This is an optimization exercise on Yosys and OpenROAD, whose aim is small area and a short achievable clock period, not a production implementation. The RTL was checked by simulation tests, not by an equivalence proof against the original design. Power figures rest on the tool's default switching activity, not on a simulated workload.

===== flow/design.v =====
package conv_pkg;
  function automatic integer sq(input integer n);
    sq = n * n;
  endfunction
  function automatic integer nbits(input integer n);
    nbits = $clog2(n + 1);
  endfunction
  localparam int K_DIM  = 3;
  localparam int I_DIM  = 8;
  localparam int M_BITS = 16;
  localparam int O_DIM  = K_DIM + I_DIM - 1;
  localparam int O_SIZE = sq(O_DIM);
  localparam int O_BITS = nbits(O_DIM);
  localparam int A_BITS = nbits(O_SIZE);
  typedef enum logic [0:0] {FILL, DRAIN} out_state_t;
  typedef logic [A_BITS-1:0] addr_t;
  typedef logic [M_BITS-1:0] word_t;
  typedef logic [O_BITS-1:0] coord_t;
endpackage
module out_frame_buf (
  input  logic  clk,
  input  logic  clr,
  input  logic [conv_pkg::O_DIM-1:0]  wrow,
  input  logic [conv_pkg::O_DIM-1:0]  wcol,
  input  conv_pkg::word_t wdata,
  input  logic [conv_pkg::O_DIM-1:0]  rrow,
  input  logic [conv_pkg::O_DIM/2-1:0][conv_pkg::O_DIM-1:0] rcsel,
  output conv_pkg::word_t rdata,
  output logic  rvalid
);
  localparam int N = conv_pkg::O_DIM;
  conv_pkg::word_t             mem [0:conv_pkg::O_SIZE-1];
  logic [conv_pkg::O_SIZE-1:0] written;
  logic [conv_pkg::O_SIZE-1:0] we;
  always_comb begin
    for (int r = 0; r < N; r++)
      for (int c = 0; c < N; c++)
        we[r*N+c] = wrow[r] && wcol[c];
  end
  always_ff @(posedge clk) begin
    for (int s = 0; s < conv_pkg::O_SIZE; s++)
      if (we[s]) mem[s] <= wdata;
  end
  always_ff @(posedge clk) begin
    if (clr) written <= '0;
    else     written <= written | we;
  end
  conv_pkg::word_t row_data [0:N-1];
  logic [N-1:0]    row_valid;
  always_comb begin
    for (int r = 0; r < N; r++) begin
      row_data[r]  = '0;
      row_valid[r] = 1'b0;
      for (int c = 0; c < N; c++) begin
        row_data[r]  = row_data[r]  | (mem[r*N+c] & {conv_pkg::M_BITS{rcsel[r/2][c]}});
        row_valid[r] = row_valid[r] | (written[r*N+c] & rcsel[r/2][c]);
      end
    end
    rdata  = '0;
    rvalid = 1'b0;
    for (int r = 0; r < N; r++) begin
      rdata  = rdata  | (row_data[r] & {conv_pkg::M_BITS{rrow[r]}});
      rvalid = rvalid | (row_valid[r] & rrow[r]);
    end
  end
endmodule
module conv_out_ctrl (
  input  logic                clk,
  input  logic                rst,
  input  logic [conv_pkg::M_BITS-1:0] in_data,
  input  logic [2*conv_pkg::O_BITS-1:0] in_user,
  input  logic                in_last,
  input  logic                in_valid,
  output logic                in_ready,
  output logic [conv_pkg::M_BITS-1:0] out_data,
  output logic                out_last,
  output logic                out_valid,
  input  logic                out_ready,
  output logic                err_range,
  output logic                err_miss
);
  localparam int N = conv_pkg::O_DIM;
  logic            drain_q;       
  logic            fill_q;        
  logic [N-1:0]    rrow_q;        
  logic [N/2-1:0][N-1:0] rcsel_q; 
  logic [N-1:0]    rcol;          
  logic [N-1:0]    rrow_adv, rcol_adv;
  logic [N/2-1:0][N-1:0] rcsel_adv;
  logic            restart;
  logic            last_q;        
  logic            shown_valid_q; 
  conv_pkg::word_t dout_q;        
  conv_pkg::word_t dout_h_q;      
  logic            last_h_q;      
  logic [N-1:0]    wrow_q, wcol_q;
  conv_pkg::word_t wdata_q;
  conv_pkg::coord_t row, col;
  logic [N-1:0]    wrow, wcol;
  logic            acc, in_range, in_hit0, pend_hit;
  conv_pkg::word_t rdata;
  logic            rvalid;
  logic            hs_out, done, advance;
  assign row = in_user[2*conv_pkg::O_BITS-1:conv_pkg::O_BITS];
  assign col = in_user[conv_pkg::O_BITS-1:0];
  assign acc = in_valid && !drain_q;
  always_comb begin
    for (int i = 0; i < N; i++) begin
      wrow[i] = acc && (row == conv_pkg::coord_t'(i));
      wcol[i] = (col == conv_pkg::coord_t'(i));
    end
  end
  assign in_range = (row < conv_pkg::coord_t'(N)) && (col < conv_pkg::coord_t'(N));
  assign in_hit0  = wrow[0] && wcol[0];
  assign pend_hit = wrow_q[0] && (drain_q ? wcol_q[1] : wcol_q[0]);
  assign hs_out  = drain_q && out_ready;
  assign done    = hs_out && last_q;
  assign advance = (acc && in_last) || hs_out;
  always_ff @(posedge clk) begin
    if (rst) begin
      wrow_q <= '0;
    end else begin
      wrow_q <= wrow;
    end
    wcol_q  <= wcol;
    wdata_q <= in_data;
  end
  out_frame_buf u_buf (
    .clk    (clk),
    .clr    (rst || done),
    .wrow   (wrow_q),
    .wcol   (wcol_q),
    .wdata  (wdata_q),
    .rrow   (rrow_q),
    .rcsel  (rcsel_q),
    .rdata  (rdata),
    .rvalid (rvalid)
  );
  always_comb begin
    rcol = '0;
    for (int g = 0; g < N/2; g++) rcol = rcol | rcsel_q[g];
    rcol_adv = {rcol[N-2:0], rcol[N-1]};
    rrow_adv = rcol[N-1] ? {rrow_q[N-2:0], rrow_q[N-1]} : rrow_q;
    for (int g = 0; g < N/2; g++)
      rcsel_adv[g] = rcol_adv & {N{rrow_adv[2*g] || rrow_adv[2*g+1]}};
  end
  assign restart = rst || done;
  always_ff @(posedge clk) begin
    if (restart) begin
      rrow_q  <= {{(N-1){1'b0}}, 1'b1};
      rcsel_q <= {{(N*N/2-1){1'b0}}, 1'b1};
    end else if (advance) begin
      rrow_q  <= rrow_adv;
      rcsel_q <= rcsel_adv;
    end
    if (restart) begin
      drain_q <= 1'b0;
      fill_q  <= 1'b1;
    end else if (acc && in_last) begin
      drain_q <= 1'b1;
      fill_q  <= 1'b0;
    end
  end
  logic            load;
  conv_pkg::word_t dout_n;
  logic            last_n;
  assign load   = !drain_q || out_ready;
  assign dout_n = in_hit0 ? in_data : pend_hit ? wdata_q : (rvalid ? rdata : '0);
  assign last_n = drain_q && rrow_q[N-1] && rcsel_q[N/2-1][N-1];
  always_ff @(posedge clk) begin
    if (load) begin
      dout_h_q      <= dout_n;
      last_h_q      <= last_n;
      shown_valid_q <= in_hit0 || pend_hit || rvalid;
    end
    if (rst) begin
      dout_q <= '0;
      last_q <= 1'b0;
    end else begin
      dout_q <= load ? dout_n : dout_h_q;
      last_q <= load ? last_n : last_h_q;
    end
  end
  assign in_ready  = fill_q;
  assign out_valid = drain_q;
  assign out_data  = dout_q;
  assign out_last  = last_q;
  always_ff @(posedge clk) begin
    if (rst) begin
      err_range <= 1'b0;
      err_miss  <= 1'b0;
    end else begin
      if (acc && !in_range)
        err_range <= 1'b1;
      if (hs_out && !shown_valid_q)
        err_miss <= 1'b1;
    end
  end
endmodule

===== flow/flow/run.sh =====
#!/bin/bash
# Standard ORFS layout, except that the port buffers start as buf_4
# (resizable within the buf footprint) instead of the default pick.
set -euo pipefail
bash standard.sh BUFFER_PORTS_ARGS="-buffer_cell sky130_fd_sc_hd__buf_4" finish > orfs_make.log 2>&1

===== flow/standard.sh =====
#!/bin/bash
# synth_recipe.tcl (not shown) runs the flow's synth.tcl, then flattens the netlist and writes it again
# the make line also repeats each setting of config.mk as NAME=value (left out here)
make -C /OpenROAD-flow-scripts/flow DESIGN_CONFIG=/design/flow/config.mk WORK_HOME=/design/flow/orfs CLKGATE_MAP_FILE= SYNTH_SCRIPT=/design/flow/synth_recipe.tcl "${@:-finish}"

===== flow/config.mk =====
export PLATFORM = sky130hd
export DESIGN_NAME = conv_out_ctrl
export DESIGN_NICKNAME = conv_out_ctrl
export VERILOG_FILES = /design/flow/design.v
export SDC_FILE = /design/flow/constraint.sdc
export NUM_CORES = 4
export LEC_CHECK = 0
export CAP_MARGIN = 20
export CORE_MARGIN = 2
export CORE_UTILIZATION = 60
export CTS_CLUSTER_DIAMETER = 80
export CTS_CLUSTER_SIZE = 30
export SETUP_SLACK_MARGIN = 3.1
export SLEW_MARGIN = 60

===== flow/constraint.sdc =====
create_clock -name core_clock -period 5.5 [get_ports {clk}]
set_input_delay 1.1000 -clock core_clock [delete_from_list [all_inputs] [get_ports {clk}]]
set_output_delay 1.1000 -clock core_clock [all_outputs]
set_load 0.01 [all_outputs]

==> impl_metrics.ini <==
[final_layout]
final_util = 0.665
area_delta_synth_final_pct = 9.58
drive_above_1_share = 0.137
nets = 4187

[detailed_routing]
via_count = 39782
drc = 0
drtIter0Drc = 6328
totalWireLength_mm = 200
wl_per_cell_um = 35.2
dr.pass1.iters = 8
vias_per_cell = 6.98
ant_nets = 0

[global_routing]
track_usage = 0.352
grt_max_degree = 105
antenna_found_initial = 14
grt_pass1_wl_mm = 278
grt_pass1_vias = 36718
grt-ovfl-total = 0

[yosys]
synth-seq-area-share = 0.795
synth_most_common_cell = edfxtp_1
yosys_register_bits = 1835
synth_top_area_cell = edfxtp_1
synthTopCellsByCount = edfxtp_1, a22oi_1, nor2_1
synth.top_cell.area_share = 0.725
synth-main-ff-cell = edfxtp_1
synth_edf_count = 1601
synthCells = 4140
async_flop_share = 0
syn_nets = 4169
synth.distinct_cells = 41
synthTopCellsByArea = edfxtp_1, a22oi_1, dfxtp_1, nor2_1, clkbuf_1
yosysWarnings = 4
syn_avg_cell_area_sq_um = 16.0
netlist_area_sq_um = 66300

[run]
maxCapViolations = 0

[placed_design]
post-dp-hpwl_mm = 123
portBuffers = 49
gp_congestion = 0.946

[power_and_ir_drop]
p_seq_frac = 0.673
sw_frac_of_total = 0.202
combPwrFrac = 0.023
p_switching_w = 0.00456
peakVddDrop_v = 0.000309
clkPwrFrac = 0.304
p_int_w = 0.0180
powerDensity_nw_per_um2 = 310
p_leak_nw = 23.0

[floorplanning]
io_pins = 50
dieWidth_um = 337
die_area_sq_um = 113000
core_sq_um = 109000
start_util = 0.607
die_h_um = 337
placementRows = 121

[worst_setup_path]
worst-path-buf-inv = 1
slowest_stage = nand4_1
r2r-start = rcsel_q[48]$_SDFFE_PP0P_
critPathTopFamily = compound AO/OA/AOI/OAI gates
crit_path_end_kind = register
cp_common_cell = a22o_1
crit_path_end = dout_q[10]$_SDFF_PP0_
r2r_end = dout_q[10]$_SDFF_PP0_
start_kind = register
reg2reg_setup_slack_ps = 3080
cp-startpoint = rcsel_q[48]$_SDFFE_PP0P_
worstPathArrival_ps = 3000
crit_chain = buf_4 > a22o_1 > a221oi_2 > nand4_1 > a22o_1 > nor3_2 > o41ai_1
criticalPathCategory = register to register
cp.depth = 7
r2r.worst_path.cells = 7
cp_data_required_time_ps = 6070
crit_fanout = 6
cpPeakStageDelay_ps = 490

[sta]
min_period_ps = 2420
hold_ws_ps = 485
tns_ps = 0
rsz0062_at_grt = yes
hold_viol_final = 0
skew_ps = 35.4
relSlewSlack = 0.557
fmax_mhz = 413
worstMarginPinSlew_ps = 660
maxSlewViolCount = 0
period_share = 0.441
setup_violations = 0

[hold_path]
hold_path.class = register to register

[clocking]
insertion_delay_ps = 720
cts_root_buf = clkbuf_16
clkTransAtPathRegs_ps = 120
clock_sinks = 1835
tritoncts = built
htree_levels = 3
numCtsBuffers = 73
cts_buffer_depth = 3

[run_status]
outcome = complete, no violations
-- per-stage QoR --
stage | total power, W | worst slack [ps] | std cells | instance area, sq um
2_1_floorplan | 0.0157 | 3120 | 4140 | 66400
3_3_place_gp | 0.0159 | 1780 | 5497 | 68300
3_5_place_dp | 0.0160 | 2340 | 5521 | 69200
4_1_cts | 0.0226 | 3100 | 5659 | 71800
5_1_grt | 0.0231 | 3090 | 5695 | 72700
6_report | 0.0226 | 3080 | 5697 | 72700
-- layer usage --
metal	routed length [um]	share of wire	track usage
met5	40	0.00020	0
met4	8310	0.041	0.125
met3	23500	0.12	0.0746
met1	78200	0.39	0.517
met2	90500	0.45	0.529
-- logic make-up after synthesis --
family,synth area share
buffers and inverters,0.0169
AND/OR/NAND/NOR,0.0626
flip-flops,0.795
multiplexers,0.000170
AO/OA/AOI/OAI,0.125
-- what timing repair did --
item                                    4_1_cts  5_1_grt
hold buffers                                  0        0
gates cloned                                  0        0
pin swaps                                    22       35
resized for setup                           127      130
buffers inserted                              4       22
endpoints found under the setup margin       49       35
-- how the worst min path moves through the flow --
stage / startpoint / slack, ps / depth (start not counted) / to
finish: u_buf.written[71]$_SDFF_PP0_ / 490 / 2 / u_buf.written[71]$_SDFF_PP0_
global route: u_buf.written[38]$_SDFF_PP0_ / 510 / 2 / u_buf.written[38]$_SDFF_PP0_
CTS: u_buf.written[39]$_SDFF_PP0_ / 480 / 2 / u_buf.written[39]$_SDFF_PP0_
detailed placement: u_buf.written[39]$_SDFF_PP0_ / 460 / 2 / u_buf.written[39]$_SDFF_PP0_
global placement: u_buf.written[63]$_SDFF_PP0_ / 450 / 2 / u_buf.written[63]$_SDFF_PP0_
floorplan: u_buf.written[60]$_SDFF_PP0_ / 440 / 2 / u_buf.written[60]$_SDFF_PP0_
-- power by group through the flow --
stage / combinational [W] / clock [W] / sequential (W)
after floorplan: 0.000126 / 0 / 0.0156
after global placement: 0.000364 / 0 / 0.0156
after detailed placement: 0.000479 / 0 / 0.0155
after CTS: 0.000484 / 0.00692 / 0.0152
after global routing: 0.000538 / 0.00736 / 0.0152
final: 0.000519 / 0.00686 / 0.0152
-- sequential cells by signal (all words and copies together), names as in the netlist --
signal	cells
rrow_q	10
dout_h_q	16
err_range	1
wdata_q	16
last_h_q	1
drain_q	1
u_buf.written	100
u_buf.mem	1600
err_miss	1
last_q	1
dout_q	16
shown_valid_q	1
rcsel_q	50
wcol_q	10
wrow_q	10
fill_q	1
-- tightest hold or removal path: cells and delay by family (launching register included) --
| kind | cells | cell delay (ps) |
|---|---|---|
| simple gates | 2 | 120 |
| flops | 1 | 350 |
-- placed cells by master (no fill, tap or decap), drive strengths merged, types with 24 or more instances in the layout --
master	n
buf	217
nand3	139
o21ai	143
nor3	35
nand4	84
and2	102
dfxtp	234
a22o	51
a22oi	827
nor2	311
clkbuf	124
edfxtp	1601
a21oi	24
a221oi	34
nand2	180
-- area by class of cell --
type,instances,area (sq um)
tap,1476,1850
clock buffer,123,2110
inverter,1,3.75
antenna,4,10.0
timing repair buffer,218,2420
multi-input combinational,2029,13200
fill,7622,36600
clock inverter,11,138
sequential,1835,52900

[what the ideal ports hide]
No port has a modelled driver above. Below, the same layout with a new extraction and two added sets of constraints. Step 1 sets driving cells, clkbuf_16 on the clock port and buf_2 on the other inputs (assumed; they add their load-dependent delay and slew). Step 2 adds t to the input delays and takes it off the output delays; t is the mean of the earliest and latest rising clock arrival at the registers after step 1. Input paths then give back, and output paths get back, about the clock's delay inside the block. Three values: ideal ports, drivers, drivers and shift; two values: the first two.
t (ns): 0.781
setup WS [ns]: 3.076 / 3.022 / 2.384
worst slew at a driven data input, ns: 0.16
After both steps this run still meets setup and hold. The setup slack of this run moves by -0.054 ns with the drivers and by -0.692 ns with both steps.
